Background: an optimization exercise with open tools, aiming at small area. Do not read the settings as production practice. Only simulation tests tie the RTL to the original design; equivalence was not proved. Power and IR drop assume default switching activity.

Design ddr3_front_end, start of the top module:
module ddr3_front_end #(
    parameter int DATA_W           = ddr3_fe_pkg::DATA_W_DEF,
    parameter int ADDR_W           = ddr3_fe_pkg::ADDR_W_DEF,
    parameter int MAX_READS        = ddr3_fe_pkg::MAX_READS_DEF,
    parameter int QUEUE_DEPTH      = ddr3_fe_pkg::QUEUE_DEPTH_DEF,
    parameter int QUEUE_FULL_LEVEL = ddr3_fe_pkg::QUEUE_FULL_LEVEL_DEF
) (
    input  logic                  afi_clk,
    input  logic                  core_rstb,
    input  logic [2:0]            mode,    
    input  logic                  host_rd_req,
    input  logic [ADDR_W-1:0]     host_rd_addr,
    output logic                  host_rd_ready,
    output logic [DATA_W-1:0]     host_rdata,
    output logic                  host_rdata_valid,
    input  logic                  flt_wvalid,
    input  logic                  flt_rvalid,
    input  logic [ADDR_W-1:0]     flt_addr,
    input  logic [DATA_W-1:0]     flt_wdata,
    output logic                  flt_ready,
    output logic [DATA_W-1:0]     flt_rdata,
    output logic                  flt_rdata_valid,
    output logic                  init_done,
    output logic                  avl_burstbegin,
    output logic [ADDR_W-1:0]     avl_addr,
    output logic [DATA_W-1:0]     avl_wdata,
    output logic                  avl_read_req,
    output logic                  avl_write_req,
    input  logic                  avl_ready,
    input  logic                  avl_rdata_valid,
    input  logic [DATA_W-1:0]     avl_rdata
);
export LEC_CHECK = 0
export CAP_MARGIN = 20
export CORE_MARGIN = 2
export CORE_UTILIZATION = 40
export SLEW_MARGIN = 20
export SYNTH_HIERARCHICAL = 1
create_clock -name core_clock -period 5.0 [get_ports {afi_clk}]
run.sh (not shown) runs the stock make flow with config.mk's settings and CLKGATE_MAP_FILE= SYNTH_SCRIPT=/design/flow/synth_recipe.tcl, a recipe that flattens the netlist after the stock synthesis.
The baseline ran to the end with no violations.
Edit:
==> flow/flow/run.sh (new file) <==
#!/bin/bash
# The standard layout with two changes:
# - the port buffers buffer_ports inserts during global placement are the
#   smallest buffer (sky130_fd_sc_hd__buf_1); every port still gets its buffer;
# - clock tree synthesis adds no dummy load cells on the clock tree's leaves.
# The clock tree settings repeat config.mk's.
set -euo pipefail
export BUFFER_PORTS_ARGS="-buffer_cell sky130_fd_sc_hd__buf_1"
export CTS_ARGS="-sink_clustering_enable -repair_clock_nets -dont_use_dummy_load -sink_clustering_size 18 -sink_clustering_max_diameter 45 -buf_list sky130_fd_sc_hd__clkbuf_8"
bash standard.sh > standard.log 2>&1
==> flow/standard.sh (new file) <==
#!/bin/bash
# synth_recipe.tcl (not shown) runs the flow's synth.tcl, then flattens the netlist and writes it again
# the make line also repeats each setting of config.mk as NAME=value (left out here)
make -C /OpenROAD-flow-scripts/flow DESIGN_CONFIG=/design/flow/config.mk WORK_HOME=/design/flow/orfs CLKGATE_MAP_FILE= SYNTH_SCRIPT=/design/flow/synth_recipe.tcl "${@:-finish}"
Settings changed: CTS_BUF_LIST from default to sky130_fd_sc_hd__clkbuf_8, CTS_CLUSTER_DIAMETER from default to 45, CTS_CLUSTER_SIZE from default to 18.
removed: flow/run.sh
Global-route usage decreases by 0.47 points.
Worst setup slack gains 0.18 ns.
Routed wire length falls by 2.3%.
Via count decreases by 3.7%.
Combinational power fell by 16%.

ddr3_front_end again, from the RTL that the note above started with.
## ddr3_front_end
module ddr3_front_end #(
    parameter int DATA_W           = ddr3_fe_pkg::DATA_W_DEF,
    parameter int ADDR_W           = ddr3_fe_pkg::ADDR_W_DEF,
    parameter int MAX_READS        = ddr3_fe_pkg::MAX_READS_DEF,
    parameter int QUEUE_DEPTH      = ddr3_fe_pkg::QUEUE_DEPTH_DEF,
    parameter int QUEUE_FULL_LEVEL = ddr3_fe_pkg::QUEUE_FULL_LEVEL_DEF
) (
    input  logic                  afi_clk,
    input  logic                  core_rstb,
    input  logic [2:0]            mode,    
    input  logic                  host_rd_req,
    input  logic [ADDR_W-1:0]     host_rd_addr,
    output logic                  host_rd_ready,
    output logic [DATA_W-1:0]     host_rdata,
    output logic                  host_rdata_valid,
    input  logic                  flt_wvalid,
    input  logic                  flt_rvalid,
    input  logic [ADDR_W-1:0]     flt_addr,
    input  logic [DATA_W-1:0]     flt_wdata,
    output logic                  flt_ready,
    output logic [DATA_W-1:0]     flt_rdata,
    output logic                  flt_rdata_valid,
    output logic                  init_done,
    output logic                  avl_burstbegin,
    output logic [ADDR_W-1:0]     avl_addr,
    output logic [DATA_W-1:0]     avl_wdata,
    output logic                  avl_read_req,
    output logic                  avl_write_req,
    input  logic                  avl_ready,
    input  logic                  avl_rdata_valid,
    input  logic [DATA_W-1:0]     avl_rdata
);
make LEC_CHECK=0 CAP_MARGIN=20 CORE_MARGIN=2 CORE_UTILIZATION=65 CTS_BUF_LIST=sky130_fd_sc_hd__clkbuf_8 CTS_CLUSTER_DIAMETER=45 CTS_CLUSTER_SIZE=18 SLEW_MARGIN=20 SYNTH_HIERARCHICAL=1 finish   # period 5.0 ns
Stock flow here: none of the scripts above is used.
The baseline finished with timing, DRC and antenna clean.
==> next run, changes <==
--- a/flow/config.mk
+++ b/flow/config.mk
@@ -9,3 +9,3 @@
 export CORE_MARGIN = 2
-export CORE_UTILIZATION = 65
+export CORE_UTILIZATION = 40
 export CTS_BUF_LIST = sky130_fd_sc_hd__clkbuf_8
Result:
- clock-buffer cell count increases by 5
- die area increases by 61%
- area after synthesis stays the same
- final cell count increases by 15%
- power increases by 2.3%
- flip-flop and latch count stays the same
- clock power increases by 10%
- core utilization decreases by 29 points
==> next run, changes <==
==> flow/flow/run.sh (new file) <==
#!/bin/bash
# The standard layout, except that the port buffers buffer_ports inserts during
# global placement are the smallest buffer (sky130_fd_sc_hd__buf_1) rather than
# the cell buffer_ports picks by default. Every port still gets its buffer.
set -euo pipefail
export BUFFER_PORTS_ARGS="-buffer_cell sky130_fd_sc_hd__buf_1"
bash standard.sh > standard.log 2>&1
==> flow/standard.sh (new file) <==
#!/bin/bash
# synth_recipe.tcl (not shown) runs the flow's synth.tcl, then flattens the netlist and writes it again
# the make line also repeats each setting of config.mk as NAME=value (left out here)
make -C /OpenROAD-flow-scripts/flow DESIGN_CONFIG=/design/flow/config.mk WORK_HOME=/design/flow/orfs CLKGATE_MAP_FILE= SYNTH_SCRIPT=/design/flow/synth_recipe.tcl "${@:-finish}"
removed: flow/run.sh
Effect:
- The changed run went through all stages and came out clean
- flip-flop and latch count does not change
- maximum frequency goes up by 5.4%
- global-route usage goes down by 0.49 points
==> next run, changes <==
==> flow/run.sh (new file) <==
#!/bin/bash
# synth_recipe.tcl (not shown) runs the flow's synth.tcl, then flattens the netlist and writes it again
# the make line also repeats each setting of config.mk as NAME=value (left out here)
make -C /OpenROAD-flow-scripts/flow DESIGN_CONFIG=/design/flow/config.mk WORK_HOME=/design/flow/orfs CLKGATE_MAP_FILE= SYNTH_SCRIPT=/design/flow/synth_recipe.tcl finish
--- a/flow/config.mk
+++ b/flow/config.mk
@@ -10,5 +10,5 @@
 export CORE_UTILIZATION = 40
-export CTS_BUF_LIST = sky130_fd_sc_hd__clkbuf_8
-export CTS_CLUSTER_DIAMETER = 45
-export CTS_CLUSTER_SIZE = 18
+export CTS_BUF_LIST = sky130_fd_sc_hd__clkbuf_4
+export CTS_CLUSTER_DIAMETER = 40
+export CTS_CLUSTER_SIZE = 10
 export SLEW_MARGIN = 20
removed: flow/flow/run.sh
removed: flow/standard.sh
After rerunning: Worst hold slack improved by 0.12 ns; design area increases by a few percent; core utilization increases by 2.4 points; global-route usage increases by 0.63 points; routed wire length increases by a few percent; worst setup slack got worse by 0.33 ns; first-iteration DRC count increases slightly; total power increases slightly; sequential power is about the same; count of clock-buffer cells in the layout increases by 46; clock power decreases by a few percent.

port drivers added, routing unchanged:
In the flow no input, the clock included, has a driving cell. The finished layouts below were timed again as built, in two steps.
Step 1 assumes that a clkbuf_16 drives the clock port and a buf_2 every other input.
Step 2 times the ports against the registers' clock, not the clock port: input delays grow and output delays shrink by t, the midpoint of the rising clock arrivals with the driver on.
Slacks: ideal ports / drivers / drivers and shift; pairs: ideal ports / drivers.
run | t (ns) | setup slack, ns | latest minus earliest clock arrival (ns) | worst slew at a driven data input, ns
the first run of note 1 | 0.630 | 0.534 / 0.483 / 1.113 | 0.014 / 0.014 | 0.06
the second run of note 1 | 0.673 | 0.718 / 0.668 / 1.326 | 0.087 / 0.087 | 0.05
the first run of note 2 | 0.619 | 0.302 / 0.254 / 0.873 | 0.036 / 0.036 | 0.06
the second run of note 2 | 0.688 | 0.448 / 0.401 / 1.088 | 0.036 / 0.037 | 0.06
the third run of note 2 | 0.697 | 0.681 / 0.631 / 1.328 | 0.044 / 0.043 | 0.05
the fourth run of note 2 | 0.800 | 0.353 / 0.304 / 1.105 | 0.057 / 0.057 | 0.06
After both steps every run listed still meets setup and hold.
